Source: an optimization exercise on an open RTL-to-GDS flow (aim: small area, a short achievable clock period and few clock cycles). Production flows keep margins and buffers that such runs may drop. At most, simulation tests tie the RTL to the original design; equivalence was not proved. Power and IR drop assume default switching activity.

// callout_timer_wheel
module callout_timer_wheel (
	input  logic        clk,
	input  logic        arst_n,
	input  logic        s_axis_tvalid,
	output logic        s_axis_tready,
	input  logic [23:0] s_axis_tdata,   
	input  logic [1:0]  s_axis_tuser,   
	output logic        m_axis_tvalid,
	input  logic        m_axis_tready,
	output logic [39:0] m_axis_tdata,   
	output logic [1:0]  m_axis_tuser,   
	output logic        m_axis_tlast
);
Size: roughly 2800 cells after synthesis, about 550 flip-flops, about 27000 um^2 of cells after synthesis.
clock: 5.0 ns
lec_check: 0
abc_area: 1
cap_margin: 20
core_margin: 2
core_utilization: 60
setup_slack_margin: 2.5
slew_margin: 20
run.sh (not shown) runs the stock make flow with config.mk's settings and CLKGATE_MAP_FILE= SYNTH_SCRIPT=/design/flow/synth_recipe.tcl, a recipe that flattens the netlist after the stock synthesis.
The baseline finished with timing, DRC and antenna clean.
Testbench counts at the start, summed over its fixed seeds: cycles 3,314.
Rerun with:
Settings changed: CORE_UTILIZATION 60 to 40, CTS_BUF_LIST set to sky130_fd_sc_hd__clkbuf_8, SETUP_SLACK_MARGIN 2.5 to 2.25.
Effect:
- The changed run went through all stages and came out clean
- via count is lower by a few percent
- critical path depth is higher by 7
- design area is lower slightly
- sequential power is about the same
- utilization is lower by 25 points
Rerun with:
Settings changed: CTS_BUF_LIST sky130_fd_sc_hd__clkbuf_8 to not set, SETUP_SLACK_MARGIN 2.25 to 2.5, TNS_END_PERCENT set to 10.
Effect: The changed run finished clean. Critical path depth is lower by 7. Via count barely changes. Synthesized cell count does not change. Sequential cell count stays the same. Sequential share of layout area fell by 1.1 points. Total power goes up by 0.94%. Worst setup slack improved by 0.18 ns.
Rerun with:
Settings changed: SETUP_SLACK_MARGIN 2.5 to 3.0, TNS_END_PERCENT 10 to not set.
What happened: Synthesized area stays the same. Maximum frequency increases by a few percent. Design area came out higher by about a fifth. Worst setup slack is better by 0.17 ns. Non-clock buffer count increases by 263. Clock skew is about the same. Critical path depth increases by 12. Count of clock-buffer cells in the layout falls by 8. Total power is higher by a few percent. Via count climbs by roughly a tenth. Sequential power stays flat.

callout_timer_wheel, a different RTL version from the one above (not shown whole).
Settings: LEC_CHECK=0, CAP_MARGIN=20, CORE_MARGIN=2, CORE_UTILIZATION=40, SETUP_SLACK_MARGIN=2.5, SLEW_MARGIN=20; clock period 5.0 ns.
Testbench counts at the start, summed over its fixed seeds: cycles 3,314.
==> next run, changes <==
--- a/flow/config.mk
+++ b/flow/config.mk
@@ -6,4 +6,5 @@
 export NUM_CORES = 4
 export LEC_CHECK = 0
+export ABC_AREA = 1
 export CAP_MARGIN = 20
 export CORE_MARGIN = 2
What happened: Wire length falls by 4.6%. Power increases by about 36%. Via count rises by about 11%. Sequential cell count is unchanged. Area after synthesis grows by about 6%. First-iteration DRC count fell by 8.0%. Count of clock-buffer cells in the layout came out higher by 12. Setup slack improved by 0.29 ns. Design area goes up by 2.1%. Sequential share of layout area fell by 0.96 points. Clock skew rises by 0.016 ns.

v46:
Another version of the RTL of callout_timer_wheel (not shown whole).
For scale: roughly 2800 cells after synthesis, roughly 550 flip-flops, ~26000 um^2 of cells after synthesis.
Settings: LEC_CHECK=0, ABC_AREA=1, CAP_MARGIN=20, CORE_MARGIN=2, CORE_UTILIZATION=40, CTS_CLUSTER_DIAMETER=90, CTS_CLUSTER_SIZE=27, SETUP_SLACK_MARGIN=2.5, SLEW_MARGIN=20; clock period 5.0 ns.
Testbench counts of v46, summed over its fixed seeds: cycles 3,314.
What v39 does differently from v46 at the input level:
# v46
export LEC_CHECK = 0
export ABC_AREA = 1
export CAP_MARGIN = 20
export CORE_MARGIN = 2
export CORE_UTILIZATION = 40
export CTS_CLUSTER_DIAMETER = 90
export CTS_CLUSTER_SIZE = 27
export SETUP_SLACK_MARGIN = 2.5
export SLEW_MARGIN = 20
create_clock -name core_clock -period 5.0 [get_ports {clk}]
# v39
export LEC_CHECK = 0
export ABC_AREA = 1
export CAP_MARGIN = 20
export CORE_MARGIN = 2
export CORE_UTILIZATION = 40
export SETUP_SLACK_MARGIN = 2.6
export SLEW_MARGIN = 20
create_clock -name core_clock -period 5.0 [get_ports {clk}]
Findings:
Taking v39 over v46, the count of cells resized by post-cts repair ratio works out to 1.5.
Per-cell via count in the routed design: v46 vs v39, no meaningful difference
In v39, the switching power total came out about 27% above the value in v46.
Leakage power figure: v39 higher than v46
Cmp v39 vs v46: total power higher in v39
Cmp v39 vs v46: via count higher in v39
v39 vs. v46: met2 global-route usage went down by 0.75 points.
v39 against v46: total non-filler cell area in the finished layout went up, total stage count of the critical path moved up.
For v56, these inputs were changed with respect to v39:
# v39
export LEC_CHECK = 0
export ABC_AREA = 1
export CAP_MARGIN = 20
export CORE_MARGIN = 2
export CORE_UTILIZATION = 40
export SETUP_SLACK_MARGIN = 2.6
export SLEW_MARGIN = 20
create_clock -name core_clock -period 5.0 [get_ports {clk}]
# v56
export LEC_CHECK = 0
export CAP_MARGIN = 20
export CORE_MARGIN = 2
export CORE_UTILIZATION = 40
export SETUP_SLACK_MARGIN = 2.5
export SLEW_MARGIN = 20
create_clock -name core_clock -period 5.0 [get_ports {clk}]
Findings:
| number of enable-type register cells in the synthesized netlist | v39 vs v56 | ≈ equal |. Per the comparison of v56 with v39, number of instances in the synthesized netlist moved down, total number of vias moved down, footprint of the flip-flops and latches barely changed, stage delay of the slowest cell on the critical path has remained practically unchanged, tapcell count down 2.1%. v56 ends up with lower setup slack than v39 does. Of v56 and v39, v39 shows the higher routing usage on met1, with v56 below it. Cell count (v56 vs. v39) decreases by more than 10%.
[inputs] v36 vs v56
# v56
export LEC_CHECK = 0
export CAP_MARGIN = 20
export CORE_MARGIN = 2
export CORE_UTILIZATION = 40
export SETUP_SLACK_MARGIN = 2.5
export SLEW_MARGIN = 20
create_clock -name core_clock -period 5.0 [get_ports {clk}]
# v36
export LEC_CHECK = 0
export ABC_AREA = 1
export CAP_MARGIN = 20
export CORE_MARGIN = 2
export CORE_UTILIZATION = 40
export CTS_CLUSTER_DIAMETER = 100
export CTS_CLUSTER_SIZE = 24
export SETUP_SLACK_MARGIN = 2.5
export SLEW_MARGIN = 20
create_clock -name core_clock -period 5.0 [get_ports {clk}]
--- outcome ---
- Flip-flop and latch count essentially unchanged between v56 and v36.
- For total net switching power, dividing the value from v36 by the value from v56 gives 0.21.
- [compare] base=v56 new=v36: met3 wirelength from detailed routing climbed 28%; highest attainable clock frequency climbed about 9%.
- Compare v56 and v36 | synthesized area per cell higher: v56
- v56 vs v36, most frequent standard cell in the layout excluding fill and tap cells: sky130_fd_sc_hd__edfxtp_1 vs sky130_fd_sc_hd__nand2_1
Input-level comparison between v1 and v36:
# v36
export LEC_CHECK = 0
export ABC_AREA = 1
export CAP_MARGIN = 20
export CORE_MARGIN = 2
export CORE_UTILIZATION = 40
export CTS_CLUSTER_DIAMETER = 100
export CTS_CLUSTER_SIZE = 24
export SETUP_SLACK_MARGIN = 2.5
export SLEW_MARGIN = 20
create_clock -name core_clock -period 5.0 [get_ports {clk}]
# v1
export LEC_CHECK = 0
export ABC_AREA = 1
export CAP_MARGIN = 20
export CORE_MARGIN = 2
export CORE_UTILIZATION = 40
export CTS_BUF_LIST = sky130_fd_sc_hd__clkbuf_8
export SETUP_SLACK_MARGIN = 2.5
export SLEW_MARGIN = 20
create_clock -name core_clock -period 5.0 [get_ports {clk}]
Results
All of v1 and v36 finish clean. Of the two candidates, v36 has the worse minimum setup slack in the final design and v1 the better one. Sort v1 and v36 by post-route fraction of the period consumed by the critical path desc -> top: v36. From v36 to v1 the numbers moved as follows: total wirelength of the detailed-routed design increased by 1900 um relative to the old numbers, count of clock-buffer cells in the layout increased by 60 relative to the old numbers, overall power of the completed layout increased by 19% relative to the old numbers. Going from v36 to v1, the cell count was found to have gone up by about 3.6%.
Inputs modified between v1 and v32:
# v1
export LEC_CHECK = 0
export ABC_AREA = 1
export CAP_MARGIN = 20
export CORE_MARGIN = 2
export CORE_UTILIZATION = 40
export CTS_BUF_LIST = sky130_fd_sc_hd__clkbuf_8
export SETUP_SLACK_MARGIN = 2.5
export SLEW_MARGIN = 20
create_clock -name core_clock -period 5.0 [get_ports {clk}]
# v32
export LEC_CHECK = 0
export ABC_AREA = 1
export CAP_MARGIN = 20
export CORE_MARGIN = 2
export CORE_UTILIZATION = 40
export CTS_CLUSTER_DIAMETER = 80
export CTS_CLUSTER_SIZE = 20
export SETUP_SLACK_MARGIN = 2.5
export SLEW_MARGIN = 20
create_clock -name core_clock -period 5.0 [get_ports {clk}]
### Flow results
NOTE: number of clock buffers in the layout in v32 falls short of that of v1
v32 vs. v1: power of the clock network down about 30%, wire length of the first global-routing pass -about 1.2%, final core area utilization shrank by 1.6 points.
v32: buffering stage count on the worst path with inverters included higher than v1
For the total power, v32 came in 13% lower than v1 did.
Capturing element of the worst setup path: out_id_q[2]$_DFFE_PP_ -> v1, out_time_q[10]$_DFFE_PP_ -> v32

Another version of the RTL of callout_timer_wheel (not shown whole).
Size in the first run: ~2700 cells after synthesis, roughly 560 flip-flops, about 75 I/O pins, about 27000 um^2 of cells after synthesis.
==> flow/design.v (excerpt) <==
module callout_timer_wheel (
	input  logic        clk,
	input  logic        arst_n,
	input  logic        s_axis_tvalid,
	output logic        s_axis_tready,
	input  logic [23:0] s_axis_tdata,   
	input  logic [1:0]  s_axis_tuser,   
	output logic        m_axis_tvalid,
	input  logic        m_axis_tready,
	output logic [39:0] m_axis_tdata,   
	output logic [1:0]  m_axis_tuser,   
	output logic        m_axis_tlast
);
	localparam int N = ctw_pkg::TIMER_COUNT;
	localparam int E = ctw_pkg::EXP_BITS;
	logic        c_valid_q;
	logic [1:0]  c_op_q;
	logic [3:0]  c_id_q;
	logic [15:0] c_dly_q;    
	logic        c1_valid_q;
	logic [1:0]  c1_op_q;
	logic [3:0]  c1_id_q;
	logic [15:0] c1_dly_q;
	logic        ready_q;
	logic [1:0]  in_op;
	logic [3:0]  in_id;
	logic [15:0] in_dly;
	logic [31:0]  time_q;
	logic [N-1:0] pending_q;
	logic [N-1:0] fire_q;      
	logic [N-1:0] emit_q;      
	logic         busy_q;      
	logic [15:0]  due_t_q;     
	logic [N-1:0] older_q [N];   
	logic         out_valid_q;
	logic [1:0]   out_kind_q;
	logic [3:0]   out_id_q;
	logic         out_pend_q;
	logic [31:0]  out_time_q;
  ...
clock: 5.0 ns
lec_check: 0
abc_area: 1
cap_margin: 20
core_margin: 2
core_utilization: 40
setup_slack_margin: 2.75
slew_margin: 20
The baseline completed with no timing, DRC or antenna violations.
Change:
SETUP_SLACK_MARGIN = 2.5   (was 2.75)
Effect: Final cell count went down by about 4%. Utilization falls by 4.8 points. Fmax came out lower by about 4.4%. Worst setup slack loses 0.11 ns. Design area is lower by 8.9%. Critical path depth does not change. Flip-flop and latch count stays the same. Non-clock buffer count drops by 137. Clock skew is about the same. Clock-buffer cell count decreases by 19.
No functional check of the RTL was part of any run of this note.

[port drivers added, routing unchanged]
In the flow no input, the clock included, has a driving cell. The finished layouts below were timed again as built, in two steps. Step 1 assumes that a clkbuf_16 drives the clock port and a buf_2 every other input. Step 2, shift: input delay + t, output delay - t, t = (earliest + latest rising clock arrival at the registers) / 2. This alone moves slack from input paths to output paths. Three values: ideal, step 1, step 2; two values: the first two.
run	shift t [ns]	slack for setup (ns)	worst setup path after step 2	worst register clock-pin slew, ns	pins driven straight from the clock port
the first run of note 1	0.690	2.520 / 2.462 / 1.938	input to register	0.07 / 0.07	1
the second run of note 1	0.755	2.211 / 2.211 / 1.672	input to register	0.07 / 0.07	1
the third run of note 1	0.681	2.394 / 2.334 / 2.001	input to register	0.06 / 0.06	1
the fourth run of note 1	0.697	2.563 / 2.563 / 2.167	input to register	0.07 / 0.07	1
the first run of note 2	0.689	1.825 / 1.825 / 1.691	input to register	0.07 / 0.07	1
the second run of note 2	0.682	2.113 / 2.113 / 1.762	input to register	0.06 / 0.06	1
v46	0.665	2.505 / 2.461 / 1.895	input to register	0.12 / 0.12	1
v39	0.695	2.478 / 2.478 / 2.095	input to register	0.07 / 0.07	1
v56	0.682	2.260 / 2.260 / 1.979	input to register	0.07 / 0.07	1
v36	0.675	2.493 / 2.464 / 1.900	input to register	0.11 / 0.11	1
v1	0.746	2.510 / 2.473 / 1.836	input to register	0.07 / 0.07	1
v32	0.697	2.483 / 2.467 / 1.815	input to register	0.10 / 0.10	1
the first run of note 4	0.664	2.505 / 2.505 / 2.152	input to register	0.07 / 0.07	1
the second run of note 4	0.700	2.390 / 2.390 / 2.018	input to register	0.07 / 0.07	1
After both steps setup and hold are still met in every run listed. The setup slack of v1, which loses most, moves by -0.037 ns with the drivers and by -0.674 ns with both steps.
